This is an optimization exercise on Yosys and OpenROAD, whose aim is small area, not a production implementation.
Only simulation tests tie the RTL to the original design; equivalence was not proved.
Power is estimated from default activity; no workload was simulated.

==> flow/design.v <==
package morph_pkg;
  localparam int WIN = 3;
  localparam int GRP  = 4;
  localparam int GBIT = 5;
endpackage
module bin_line_buffer #(
  parameter int DEPTH = 159,
  parameter int WIDTH = 5
) (
  input  logic             clk_i,
  input  logic             shift_en_i,
  input  logic [WIDTH-1:0] word_i,
  output logic [WIDTH-1:0] word_o
);
  logic [DEPTH*WIDTH-1:0] sr_reg;
  always_ff @(posedge clk_i) begin
    if (shift_en_i) begin
      sr_reg <= {sr_reg[(DEPTH-1)*WIDTH-1:0], word_i};
    end
  end
  assign word_o = sr_reg[DEPTH*WIDTH-1 -: WIDTH];
endmodule
module binary_erode3x3 #(
  parameter int DATA_WIDTH = 8,
  parameter int IMG_WIDTH  = 640,
  parameter int IMG_HEIGHT = 480
) (
  input  logic                  clk_i,
  input  logic                  rst_i,
  input  logic                  pixel_datav_i,
  input  logic                  pixel_sof_i,
  input  logic [DATA_WIDTH-1:0] pixel_data_i,
  output logic                  erode_datav_o,
  output logic                  erode_sof_o,
  output logic [DATA_WIDTH-1:0] erode_data_o,
  output logic                  overrun_o
);
  localparam int GRP    = morph_pkg::GRP;
  localparam int GBIT   = morph_pkg::GBIT;
  localparam int NGRP   = IMG_WIDTH / GRP - 1;
  localparam logic [7:0] GRP_LAST  = 8'd45;    
  localparam logic [8:0] ROW_ONE   = 9'd1;     
  localparam logic [8:0] ROW_FLUSH = 9'd36;    
  localparam logic [8:0] ROW_END   = 9'd73;    
  logic            active_reg;
  logic [1:0]      ph_reg;
  logic [7:0]      grp_reg;
  logic [8:0]      row_reg;
  logic            datav_reg;
  logic            sof_reg;
  logic            data_reg;
  logic            overrun_reg;
  logic            flush;
  logic            beat;
  logic            restart;
  logic [1:0]      ph_b;
  logic [7:0]      grp_b;
  logic [8:0]      row_b;
  logic            grp0;
  logic            col_last;
  logic            row0;
  logic            row1;
  logic            row_end;
  logic            p_in;
  logic            p1_reg, p2_reg;
  logic            h_cur;
  logic [5:1]      hs_reg;
  logic [4:1]      ws_reg;
  logic [4:1]      rb_reg;
  logic [3:1]      rw_reg;
  logic            e_old;
  logic            w_new;
  logic [GRP-1:0]  enc_b, enc_w;
  logic [GBIT-1:0] enc_c;
  logic [GBIT-1:0] dec_c;
  logic [GRP-1:0]  dec_b, dec_w;
  logic [1:0]      rd_sel;
  logic            grp_shift;
  assign row_end = (row_reg == ROW_END);
  assign flush   = active_reg && (row_end || row_reg == ROW_FLUSH);
  assign restart = pixel_datav_i && pixel_sof_i && !flush;
  assign beat    = flush || (pixel_datav_i && (pixel_sof_i || active_reg));
  assign ph_b    = restart ? '0 : ph_reg;
  assign grp_b   = restart ? '0 : grp_reg;
  assign row_b   = restart ? '0 : row_reg;
  assign grp0     = (grp_b == '0);
  assign col_last = (ph_b == 2'd3) && (grp_b == GRP_LAST);
  assign row0     = (row_b == '0);
  assign row1     = (row_b == ROW_ONE);
  assign p_in  = |pixel_data_i;
  assign h_cur = p2_reg && p1_reg && p_in && !(grp0 && !ph_b[1]);
  assign e_old = rb_reg[4] && rb_reg[3] && rb_reg[2];
  assign w_new = e_old && h_cur && !row0;
  assign enc_b[0] = hs_reg[5] | hs_reg[4] | hs_reg[3];
  assign enc_b[1] = hs_reg[4] | hs_reg[3] | hs_reg[2];
  assign enc_b[2] = hs_reg[3] | hs_reg[2] | hs_reg[1];
  assign enc_b[3] = hs_reg[2] | hs_reg[1] | h_cur;
  assign enc_w    = {ws_reg[1], ws_reg[2], ws_reg[3], ws_reg[4]};
  assign grp_shift = beat && (ph_b == 2'd1);
  always_comb begin
    if (&enc_b) begin
      enc_c = {1'b1, enc_w[3], enc_w[2], enc_w[1], enc_w[0]};
    end else if (!enc_b[1] && !enc_b[2]) begin
      enc_c = {1'b1, enc_b[0] | enc_b[3], !enc_b[0], enc_b[0], !enc_b[0] | enc_b[3]};
    end else if (enc_b[0] && enc_b[1]) begin
      enc_c = {2'b00, enc_b[2], enc_w[1] | enc_b[3], enc_w[0]};
    end else begin
      enc_c = {2'b01, enc_b[1], enc_w[2] | enc_b[0], enc_w[3]};
    end
  end
  bin_line_buffer #(
    .DEPTH(NGRP),
    .WIDTH(GBIT)
  ) u_store (
    .clk_i     (clk_i),
    .shift_en_i(grp_shift),
    .word_i    (enc_c),
    .word_o    (dec_c)
  );
  always_comb begin
    dec_b = '0;
    dec_w = '0;
    if (dec_c[4]) begin
      if ((dec_c[0] && !dec_c[1] && dec_c[2]) || (dec_c[1] && !dec_c[2] && dec_c[3])) begin
        dec_b = {dec_c[3] & dec_c[0], 2'b00, dec_c[1]};
      end else begin
        dec_b = 4'b1111;
        dec_w = dec_c[3:0];
      end
    end else if (!dec_c[3]) begin
      dec_b = {dec_c[1] & !dec_c[2], dec_c[2], 2'b11};
      dec_w = {2'b00, dec_c[2] & dec_c[1], dec_c[0]};
    end else begin
      dec_b = {2'b11, dec_c[2], dec_c[1] & !dec_c[2]};
      dec_w = {dec_c[0], dec_c[2] & dec_c[1], 2'b00};
    end
  end
  assign rd_sel = ph_b + 2'd2;
  always_ff @(posedge clk_i) begin
    if (beat) begin
      p1_reg <= p_in;
      p2_reg <= p1_reg;
      hs_reg <= {hs_reg[4:1], h_cur};
      ws_reg <= {ws_reg[3:1], w_new};
      rb_reg <= {rb_reg[3:1], dec_b[rd_sel]};
      rw_reg <= {rw_reg[2:1], dec_w[rd_sel]};
    end
  end
  always_ff @(posedge clk_i) begin
    if (rst_i) begin
      active_reg  <= 1'b0;
      datav_reg   <= 1'b0;
      sof_reg     <= 1'b0;
      data_reg    <= 1'b0;
      overrun_reg <= 1'b0;
    end else begin
      datav_reg <= beat && !row0 && !(row1 && grp0 && ph_b == 2'd0);
      sof_reg   <= beat && row1 && grp0 && (ph_b == 2'd1);
      data_reg  <= beat && !row0 && !row1 && !flush && h_cur && rw_reg[3];
      if (flush && pixel_datav_i) begin
        overrun_reg <= 1'b1;
      end
      if (restart) begin
        active_reg <= 1'b1;
      end else if (flush && row_end) begin
        active_reg <= 1'b0;
      end
    end
  end
  always_ff @(posedge clk_i) begin
    if (beat) begin
      ph_reg <= ph_b + 1'b1;
      if (col_last) begin
        grp_reg <= '0;
        row_reg <= {row_b[7:0], !(row_b[8] ^ row_b[4])};
      end else begin
        if (ph_b == 2'd3) begin
          grp_reg <= {grp_b[6:0], !(grp_b[7] ^ grp_b[5] ^ grp_b[4] ^ grp_b[3])};
        end else begin
          grp_reg <= grp_b;
        end
        row_reg <= row_b;
      end
    end
  end
  assign erode_datav_o = datav_reg;
  assign erode_sof_o   = sof_reg;
  assign erode_data_o  = {DATA_WIDTH{data_reg}};
  assign overrun_o     = overrun_reg;
endmodule
==> flow/config.mk <==
export PLATFORM = sky130hd
export DESIGN_NAME = binary_erode3x3
export DESIGN_NICKNAME = binary_erode3x3
export VERILOG_FILES = /design/flow/design.v
export SDC_FILE = /design/flow/constraint.sdc
export NUM_CORES = 4
export LEC_CHECK = 0
export CAP_MARGIN = 20
export CORE_MARGIN = 2
export CORE_UTILIZATION = 70
export CTS_BUF_LIST = sky130_fd_sc_hd__clkbuf_16
export CTS_CLUSTER_DIAMETER = 60
export CTS_CLUSTER_SIZE = 40
export SLEW_MARGIN = 20
==> flow/constraint.sdc <==
create_clock -name core_clock -period 10.0 [get_ports {clk_i}]
set_input_delay 2.0000 -clock core_clock [delete_from_list [all_inputs] [get_ports {clk_i}]]
set_output_delay 2.0000 -clock core_clock [all_outputs]
set_load 0.01 [all_outputs]
run.sh (not shown) runs the stock make flow with config.mk's settings and CLKGATE_MAP_FILE= SYNTH_SCRIPT=/design/flow/synth_recipe.tcl, a recipe that flattens the netlist after the stock synthesis.
Rerun with:
==> flow/flow/run.sh (new file) <==
#!/bin/bash
# Standard ORFS layout, with the port buffers made from the smallest buffer cell and
# power recovery (downsizing of cells off the critical paths) after global routing.
set -euo pipefail
export BUFFER_PORTS_ARGS="-buffer_cell sky130_fd_sc_hd__buf_1"
export RECOVER_POWER=100
bash standard.sh > standard.log 2>&1
==> flow/standard.sh (new file) <==
#!/bin/bash
# synth_recipe.tcl (not shown) runs the flow's synth.tcl, then flattens the netlist and writes it again
# the make line also repeats each setting of config.mk as NAME=value (left out here)
make -C /OpenROAD-flow-scripts/flow DESIGN_CONFIG=/design/flow/config.mk WORK_HOME=/design/flow/orfs CLKGATE_MAP_FILE= SYNTH_SCRIPT=/design/flow/synth_recipe.tcl "${@:-finish}"
removed: flow/run.sh
Outcome: With this change the flow completed and failed the layout checks on capacitance limit, slew limit; setup slack got worse by 2.1 ns; final area is lower by 0.71%; routed wire length hardly moves; die area is unchanged; clock skew went down by 0.0051 ns; utilization fell by 0.55 points; synthesized cell count does not change.
Rerun with:
==> flow/flow/run.sh (replaced) <==
#!/bin/bash
# Standard ORFS layout, with the port buffers made from the smallest buffer cell and a
# clock tree built without CTS's dummy balancing loads.
set -euo pipefail
export BUFFER_PORTS_ARGS="-buffer_cell sky130_fd_sc_hd__buf_1"
export CTS_ARGS="-sink_clustering_enable -repair_clock_nets -sink_clustering_size 50 -sink_clustering_max_diameter 60 -buf_list sky130_fd_sc_hd__clkbuf_16 -dont_use_dummy_load"
bash standard.sh > standard.log 2>&1
With this change the flow finished clean.
Power shrinks by 6.2%.
Synthesized area is unchanged.
Cell area is lower by 1.6%.
Maximum frequency came out higher by 41%.
Setup slack is better by 2.0 ns.
Synthesized cell count stays the same.
Die area does not change.
Sequential power barely changes.
Core utilization fell by 1.3 points.
Rerun with:
==> flow/flow/run.sh (replaced) <==
#!/bin/bash
# Standard ORFS layout, with the port buffers made from the smallest buffer cell and a
# clock tree built without CTS's dummy balancing loads.
set -euo pipefail
export BUFFER_PORTS_ARGS="-buffer_cell sky130_fd_sc_hd__buf_1"
export CTS_ARGS="-sink_clustering_enable -repair_clock_nets -sink_clustering_size 40 -sink_clustering_max_diameter 75 -buf_list sky130_fd_sc_hd__clkbuf_16 -dont_use_dummy_load"
bash standard.sh > standard.log 2>&1
CORE_UTILIZATION = 78   (was 70)
This time the run ended with an error in clock tree synthesis (4_1_cts), error DPL-0033.
Synthesized area stays the same.
Synthesized cell count does not change.

static timing again, ports no longer ideal:
The results above use ideal ports. As a check the final layouts listed here were re-extracted and re-timed, cells and wires unchanged.
Step 1 (the two cells are an assumption about what drives the block):
set clk [get_ports {clk_i}]
set_driving_cell -lib_cell sky130_fd_sc_hd__clkbuf_16 $clk
set_driving_cell -lib_cell sky130_fd_sc_hd__buf_2 [delete_from_list [all_inputs] $clk]
Step 2 moves the port delays by t, midway between the first and last clock arrival at a register: inputs arrive t later, outputs are due t later. That takes back most of the time a late clock gives input paths.
a / b / c = ideal / step 1 / step 2; a / b = the first two.
run | shift t [ns] | slack for setup (ns) | worst hold slack (ns)
the first run | 0.629 | 5.185 / 5.211 / 4.581 | 0.405 / 0.405 / 0.405
the second run | 0.631 | 3.108 / 3.108 / 3.108 | 0.405 / 0.405 / 0.405
the third run | 0.608 | 5.129 / 5.160 / 4.552 | 0.373 / 0.373 / 0.373
The setup slack of the first run, which loses most, moves by +0.026 ns with the drivers and by -0.604 ns with both steps.
